From an optimization exercise on the open Yosys and OpenROAD flow, aimed at small area, a short achievable clock period and few clock cycles per item; shortcuts taken in it are not production practice.
In this exercise RTL edits were held to simulation tests only and were not proved equivalent to the original.

==> 01-04 <==
## modsq_top
module modsq_top (
    input  wire  logic        clk,
    input  wire  logic        reset,
    input  wire  logic        psel,
    input  wire  logic        penable,
    input  wire  logic        pwrite,
    input  wire  logic [7:0]  paddr,
    input  wire  logic [31:0] pwdata,
    output logic [31:0]       prdata,
    output logic              pready,
    output logic              pslverr
);
Settings: LEC_CHECK=0, CAP_MARGIN=20, CORE_MARGIN=2, CORE_UTILIZATION=40, SETUP_SLACK_MARGIN=5, SLEW_MARGIN=20, TNS_END_PERCENT=25; clock period 16.0 ns.
run.sh (not shown) runs the stock make flow with config.mk's settings and CLKGATE_MAP_FILE= SYNTH_SCRIPT=/design/flow/synth_recipe.tcl, a recipe that flattens the netlist after the stock synthesis.
==> 10-08 (differences from 01-04) <==
--- a/flow/design.v
+++ b/flow/design.v
@@ -5058,44 +5058,57 @@
     logic [31:0] y;
     fold_reduce fold_i (
         .r1 (r1),
         .r2 (r2),
         .rc (rc),
         .mn (mn),
         .y  (y)
     );
+    logic iter_wr;
+    logic [15:0] tsrc;
     logic [4:0]  lz;
     logic [15:0] tn;
     logic [31:0] pow_lo;    
     logic [31:0] pow_top;   
+    logic [31:0] pow_e;
+    logic        init;
+    assign tsrc = iter_wr ? pwdata[15:0] : iter_q;
     always_comb begin
         lz = 5'd16;
         for (int i = 0; i < 16; i++) begin
-            if (iter_q[i]) lz = 5'(15 - i);
+            if (tsrc[i]) lz = 5'(15 - i);
         end
     end
-    assign tn      = iter_q << lz;
-    assign pow_lo  = 32'd1 << iter_q[4:0];
-    assign pow_top = 32'd1 << tn[15:11];
-    logic last_bit, go, iter_wr;
+    assign tn     = tsrc << lz;
+    assign pow_lo = 32'd1 << tsrc[4:0];
+    always_comb begin
+        case (tn[14:10])
+            5'd30:   pow_top = 32'h8000_0006;
+            5'd31:   pow_top = 32'd18;
+            default: pow_top = 32'd6 << tn[14:10];
+        endcase
+    end
+    assign pow_e = (lz > 5'd10) ? pow_lo : pow_top;
+    assign init  = iter_wr | (st == ST_IDLE);
+    logic last_bit, go;
     assign last_bit = (cnt == 6'd1);
     assign go       = busy | start_wr;
     assign iter_wr  = wr_ok & s_iter;
     always_comb begin
         st_nx   = st;
         busy_nx = busy;
         done_nx = done;
         fin     = 1'b0;
         if (start_wr) begin
             busy_nx = 1'b1;
             done_nx = 1'b0;
         end
         case (st)
-            ST_IDLE:  st_nx = (lz > 5'd10) ? ST_E_RDY : ST_E_SQ;
+            ST_IDLE:  ;
             ST_E_SQ:  if (last_bit) st_nx = go ? ST_XFER : ST_E_RDY;
             ST_E_RDY: st_nx = go ? ST_XFER : ST_E_RDY;
             ST_XFER:  st_nx = r[31] ? ST_X_SQ : ST_X_LZ;
             ST_X_LZ: begin
                 if (es[31]) begin
                     if (last_bit) fin = 1'b1;
                     else          st_nx = ST_X_SQ;
                 end
@@ -5108,17 +5121,17 @@
                 if (last_bit) fin = 1'b1;
                 else          st_nx = ST_X_SQ;
             end
             default: st_nx = ST_IDLE;
         endcase
         if (fin) begin
             st_nx = ST_IDLE; busy_nx = 1'b0; done_nx = 1'b1;
         end
-        if (iter_wr) st_nx = ST_IDLE;
+        if (init) st_nx = (lz >= 5'd10) ? ST_E_RDY : ST_E_SQ;
     end
     always_ff @(posedge clk) begin
         if (reset) begin
             iter_q <= '0;
             xin_q  <= '0;
             busy   <= 1'b0;
             done   <= 1'b0;
             st     <= ST_IDLE;
@@ -5138,35 +5151,31 @@
             b_r  <= ((st_nx == ST_E_SQ) && !es_nx[31]) || (st_nx == ST_X_SQ);
             op   <= (st_nx == ST_E_SQ) || (st_nx == ST_X_SQ) || (st_nx == ST_X_MUL);
             mn   <= (st_nx == ST_E_SQ);
         end
     end
     logic [31:0] r_alt;
     always_comb begin
         r_alt = r;
-        if (st == ST_IDLE)      r_alt = (lz > 5'd10) ? pow_lo : pow_top;
+        if (init)               r_alt = pow_e;
         else if (st == ST_XFER) r_alt = xin_q;
     end
     always_ff @(posedge clk) begin
-        r <= op ? y : r_alt;
+        r <= (op & ~iter_wr) ? y : r_alt;
     end
     always_ff @(posedge clk) begin
         if (fin) xo <= op ? y : r;
     end
     logic [31:0] es_nx;
     logic [5:0]  cnt_nx;
     always_comb begin
         es_nx  = es;
         cnt_nx = cnt;
         case (st)
-            ST_IDLE: begin
-                es_nx  = {tn[10:0], 21'd0};
-                cnt_nx = 6'(5'd11 - lz);
-            end
             ST_E_SQ, ST_X_MUL: begin
                 es_nx  = es << 1;
                 cnt_nx = cnt - 6'd1;
             end
             ST_XFER: begin
                 es_nx  = r << 1;
                 cnt_nx = 6'd31;
             end
@@ -5182,16 +5191,20 @@
             ST_X_SQ: begin
                 if (!es[31]) begin
                     es_nx  = es << 1;
                     cnt_nx = cnt - 6'd1;
                 end
             end
             default: ;
         endcase
+        if (init) begin
+            es_nx  = {tn[9:0], 22'd0};
+            cnt_nx = 6'(5'd10 - lz);
+        end
     end
     always_ff @(posedge clk) begin
         es  <= es_nx;
         cnt <= cnt_nx;
     end
     logic        ge_p;
     logic [31:0] x_out;
     assign ge_p  = (&xo[31:3]) & (xo[2] | (xo[1] & xo[0]));
==> flow/flow/run.sh (new file) <==
#!/bin/bash
set -euo pipefail
bash standard.sh SETUP_SLACK_MARGIN=8 finish > standard_flow.log 2>&1
==> flow/standard.sh (new file) <==
#!/bin/bash
# synth_recipe.tcl (not shown) runs the flow's synth.tcl, then flattens the netlist and writes it again
# the make line also repeats each setting of config.mk as NAME=value (left out here)
make -C /OpenROAD-flow-scripts/flow DESIGN_CONFIG=/design/flow/config.mk WORK_HOME=/design/flow/orfs CLKGATE_MAP_FILE= SYNTH_SCRIPT=/design/flow/synth_recipe.tcl "${@:-finish}"
- SETUP_SLACK_MARGIN: 5 -> not set
- TNS_END_PERCENT: 25 -> not set
removed: flow/run.sh
==> notes <==
- 10-08 finished clean. 01-04 produced a clean layout.
- Between 01-04 and 10-08, the lower clock skew is in 10-08 (gap 0.0029 ns).
- In clock-buffer cell count, 10-08 and 01-04 do not differ.
- In 01-04 the first-iteration DRC count is smaller than in 10-08, by about 10%.
- Register-to-register slack: 10-08 is better than 01-04 (0.69 ns).
- Against 01-04, the worst setup slack of 10-08 is higher by 0.69 ns.
- Against 10-08, the non-clock buffer count of 01-04 is lower by 266.
Testbench counts of 01-04, summed over its fixed seeds: cycles 6,640, items 128.
Testbench counts of 10-08, summed over its fixed seeds: cycles 6,484, items 128.

-- afterwards: timing with drivers on the ports --
The results above use ideal ports. As a check the final layouts listed here were re-extracted and re-timed, cells and wires unchanged.
Step 1 (the two cells are an assumption about what drives the block):
set clk [get_ports {clk}]
set_driving_cell -lib_cell sky130_fd_sc_hd__clkbuf_16 $clk
set_driving_cell -lib_cell sky130_fd_sc_hd__buf_2 [delete_from_list [all_inputs] $clk]
Step 2 moves the port delays by t, midway between the first and last clock arrival at a register: inputs arrive t later, outputs are due t later. That takes back most of the time a late clock gives input paths.
Slacks: ideal ports / drivers / drivers and shift; pairs: ideal ports / drivers.
run | t, ns | slack for setup (ns) | worst slew at a driven data input, ns
01-04 | 0.496 | 5.299 / 5.299 / 5.299 | 0.05
10-08 | 0.508 | 5.985 / 5.985 / 5.985 | 0.03
After both steps setup and hold are still met in every run listed.
